Source: an optimization exercise on an open RTL-to-GDS flow (aim: small area, a short achievable clock period and few clock cycles per item). Production flows keep margins and buffers that such runs may drop. The RTL was checked by simulation tests, not by an equivalence proof against the original design. Power figures rest on the tool's default switching activity, not on a simulated workload.

branch sierra:
// cnn_top
module cnn_top
(
    input  logic        clk,
    input  logic        reset,
    input  logic        load_req,
    input  logic [15:0] load_cmd,        
    output logic        load_ack,
    input  logic        run_req,
    output logic        run_ack,
    output logic [81:0] result           
);
Settings: LEC_CHECK=0, CAP_MARGIN=20, CORE_MARGIN=2, CORE_UTILIZATION=50, CTS_CLUSTER_DIAMETER=60, CTS_CLUSTER_SIZE=24, SLEW_MARGIN=20, SYNTH_HIERARCHICAL=1, SYNTH_MINIMUM_KEEP_SIZE=0; clock period 10.0 ns.
standard.sh (not shown) runs the stock make flow with config.mk's settings and CLKGATE_MAP_FILE= SYNTH_SCRIPT=/design/flow/synth_recipe.tcl, a recipe that flattens the netlist after the stock synthesis.
==> flow/flow/run.sh <==
#!/bin/bash
# The standard layout, with timing repair aiming at 6.8 ns of setup slack
# against the design's 10 ns clock (a 3.2 ns critical path) instead of 0.
set -euo pipefail
bash standard.sh SETUP_SLACK_MARGIN=6.8 finish > standard_flow.log 2>&1
Testbench counts of branch sierra, summed over its fixed seeds: cycles 12,056, items 64.
Modified inputs, branch willow compared to branch sierra
diff --git a/flow/design.v b/flow/design.v
--- a/flow/design.v
+++ b/flow/design.v
@@ -3196,30 +3196,12 @@
     input  logic [15:0] load_cmd,        
     output logic        load_ack,
     input  logic        run_req,
     output logic        run_ack,
     output logic [81:0] result           
 );
-    function automatic logic gt8(input logic [7:0] a, input logic [7:0] b);
-        logic r;
-        r = 1'b0;
-        for (int i = 0; i < 8; i++)
-        begin
-            r = (a[i] & ~b[i]) | (~(a[i] ^ b[i]) & r);
-        end
-        gt8 = r;
-    endfunction
-    function automatic logic gt22(input logic [21:0] a, input logic [21:0] b);
-        logic r;
-        r = 1'b0;
-        for (int i = 0; i < 22; i++)
-        begin
-            r = (a[i] & ~b[i]) | (~(a[i] ^ b[i]) & r);
-        end
-        gt22 = r;
-    endfunction
     logic [2:0] ph;
     always_ff @(posedge clk or negedge reset)
     begin
         if (!reset)
         begin
             ph <= '0;
@@ -3513,13 +3495,13 @@
     end
     logic [8:0]  upd;
     always_comb
     begin
         for (int i = 0; i < 9; i++)
         begin
-            upd[i] = cv[DLAT] && g[DLAT] == 4'(i) && gt8(relu_q, feat[i*8 +: 8]);
+            upd[i] = cv[DLAT] && g[DLAT] == 4'(i) && relu_q > feat[i*8 +: 8];
             if (start_q)
             begin
                 feat_d[i*8 +: 8] = 8'd0;
             end
             else if (upd[i])
             begin
@@ -3543,13 +3525,13 @@
             begin
                 if (q[DLAT] == 2'(c))
                 begin
                     scores[c] <= sum_q;
                 end
             end
-            if (f[DLAT] || gt22({~sum_q[19], sum_q[18:0], ~q[DLAT]}, {~best[19], best[18:0], ~win_class}))
+            if (f[DLAT] || sum_q > best || (sum_q == best && q[DLAT] < win_class))
             begin
                 best      <= sum_q;
                 win_class <= q[DLAT];
             end
         end
     end
Results
- Area growth from synthesis to layout on branch willow is down relative to branch sierra.
- Diff branch sierra -> branch willow: global-route usage over all layers now sits higher; share of the synthesized area in compound gates (AO/OA/AOI/OAI) up 1.2 points; via total after detailed routing has increased; clock-buffer cell count went down by 2; period utilization shows a reduction of 0.42 points.
Testbench counts of branch willow, summed over its fixed seeds: cycles 12,056, items 64.

---

run A:
cnn_top, a different RTL version from the one above (not shown whole).
For scale: ~1300 flip-flops.
Settings: LEC_CHECK=0, CAP_MARGIN=20, CORE_MARGIN=2, CORE_UTILIZATION=40, SLEW_MARGIN=20; clock period 10.0 ns.
==> flow/flow/run.sh <==
#!/bin/bash
# The standard layout, with timing repair aiming at 6.5 ns of setup slack
# against the design's 10 ns clock (a 3.5 ns critical path) instead of 0.
set -euo pipefail
bash standard.sh SETUP_SLACK_MARGIN=6.5 finish > standard_flow.log 2>&1
Testbench counts of run A, summed over its fixed seeds: cycles 12,024, items 64.
[inputs] run B vs run A
--- a/flow/design.v
+++ b/flow/design.v
@@ -3733,52 +3733,43 @@
         begin
             ph <= ph + 3'd1;
         end
     end
     logic       running;         
     logic       busy;
     assign busy = run_req || running || run_ack;
     logic        take;
     logic        wv;             
-    logic        wv2;            
-    logic        we_img;         
-    logic        we_wts;         
-    logic        we_flt;         
     logic [15:0] cmd_q;
     assign take = load_req && !load_ack && !busy;
     always_ff @(posedge clk or negedge reset)
     begin
         if (!reset)
         begin
             load_ack <= 1'b0;
             wv       <= 1'b0;
-            wv2      <= 1'b0;
         end
         else
         begin
-            wv  <= take;
-            wv2 <= wv;
+            wv <= take;
             if (take)
             begin
                 load_ack <= 1'b1;
             end
             else if (!load_req)
             begin
                 load_ack <= 1'b0;
             end
         end
     end
     always_ff @(posedge clk)
     begin
-        if (take)
-        begin
-            cmd_q <= load_cmd;
-        end
+        cmd_q <= load_cmd;
     end
     logic [1:0] w_tgt;
     logic [5:0] w_addr;
     logic [7:0] w_data;
     logic [2:0] w_islot;         
     logic [1:0] w_cls;           
     logic [3:0] w_k;             
     logic [1:0] w_wslot;         
     assign w_tgt   = cmd_q[15:14];
@@ -3796,56 +3787,53 @@
                 if (w_addr == 6'(9*q + k))
                 begin
                     w_cls = 2'(q);
                     w_k   = 4'(k);
                 end
             end
         end
     end
     assign w_wslot = w_cls - ph[1:0] - 2'd1;
-    assign we_img = (wv || wv2) && w_islot[0] && w_tgt == 2'd0;
-    assign we_wts = (wv || wv2) && w_wslot[0] && w_tgt == 2'd2
-                    && w_addr < 6'(36);
-    assign we_flt = wv && w_tgt == 2'd1;
     logic [511:0] img;           
     always_ff @(posedge clk)
     begin
         for (int r = 0; r < 8; r++)
         begin
             for (int s = 0; s < 8; s++)
             begin
-                if (s % 2 == 1 && we_img && w_addr[5:3] == 3'(r) && w_islot == 3'(s))
+                if (wv && w_tgt == 2'd0 && w_addr[5:3] == 3'(r) && w_islot == 3'(s))
                 begin
                     img[(8*r+s)*8 +: 8] <= w_data;
                 end
                 else
                 begin
                     img[(8*r+s)*8 +: 8] <= img[(8*r+(s+1)%8)*8 +: 8];
                 end
             end
         end
     end
     logic [71:0]  filt;          
     logic [287:0] wts;           
     always_ff @(posedge clk)
     begin
         for (int k = 0; k < 9; k++)
         begin
-            if (we_flt && w_addr == 6'(k))
+            if (wv && w_tgt == 2'd1 && w_addr == 6'(k))
             begin
                 filt[k*8 +: 8] <= w_data;
             end
         end
         for (int s = 0; s < 4; s++)
         begin
             for (int k = 0; k < 9; k++)
             begin
-                if (s % 2 == 1 && we_wts && w_wslot == 2'(s) && w_k == 4'(k))
+                if (wv && w_tgt == 2'd2 && w_addr < 6'(36)
+                    && w_wslot == 2'(s) && w_k == 4'(k))
                 begin
                     wts[(9*s+k)*8 +: 8] <= w_data;
                 end
                 else
                 begin
                     wts[(9*s+k)*8 +: 8] <= wts[(9*((s+1)%4)+k)*8 +: 8];
                 end
             end
         end
Findings:
- Result for run B and run A: all clean
- On cell area, run A beats run B.
- Between run B and run A, it is run B whose setup slack after layout is lower, by 0.067 ns.
- Against run A, run B comes in 12% lower on routed wire length on met3.
- Going from run A to run B, number of placed cells counting well taps grew by a little under 10%.
- For the number of cells on the critical path, run B came in 2 lower than run A did.
- Run B: combinational cell fraction of total power is 0.4 points higher than what run A reported.
Testbench counts of run B, summed over its fixed seeds: cycles 12,024, items 64.

[afterwards: timing with drivers on the ports]
No port has a modelled driver above. Below, the same layouts with a new extraction and two added sets of constraints. Step 1: set_driving_cell puts a clkbuf_16 on clk and a buf_2 on each other input, an assumption about the parent block. Step 2 also shifts input and output timing later by t, the mid clock arrival at the registers, as if the neighbouring blocks saw the same clock. Slacks: ideal ports / drivers / drivers and shift; pairs: ideal ports / drivers.
run | shift t [ns] | slack for setup (ns) | hold WS [ns] | worst setup path after step 2 | clock arrival spread, ns
branch sierra | 0.798 | 6.616 / 6.616 / 6.129 | 0.304 / 0.304 / 0.304 | input to register | 0.060 / 0.059
branch willow | 0.785 | 6.658 / 6.598 / 6.237 | 0.297 / 0.297 / 0.297 | input to register | 0.050 / 0.050
run A | 0.851 | 5.910 / 5.910 / 5.910 | 0.305 / 0.305 / 0.305 | register to register | 0.047 / 0.046
run B | 0.861 | 5.844 / 5.844 / 5.844 | 0.321 / 0.321 / 0.321 | register to register | 0.032 / 0.032
After both steps setup and hold are still met in every run listed. The setup slack of branch sierra, which loses most, moves by 0.000 ns with the drivers and by -0.487 ns with both steps.
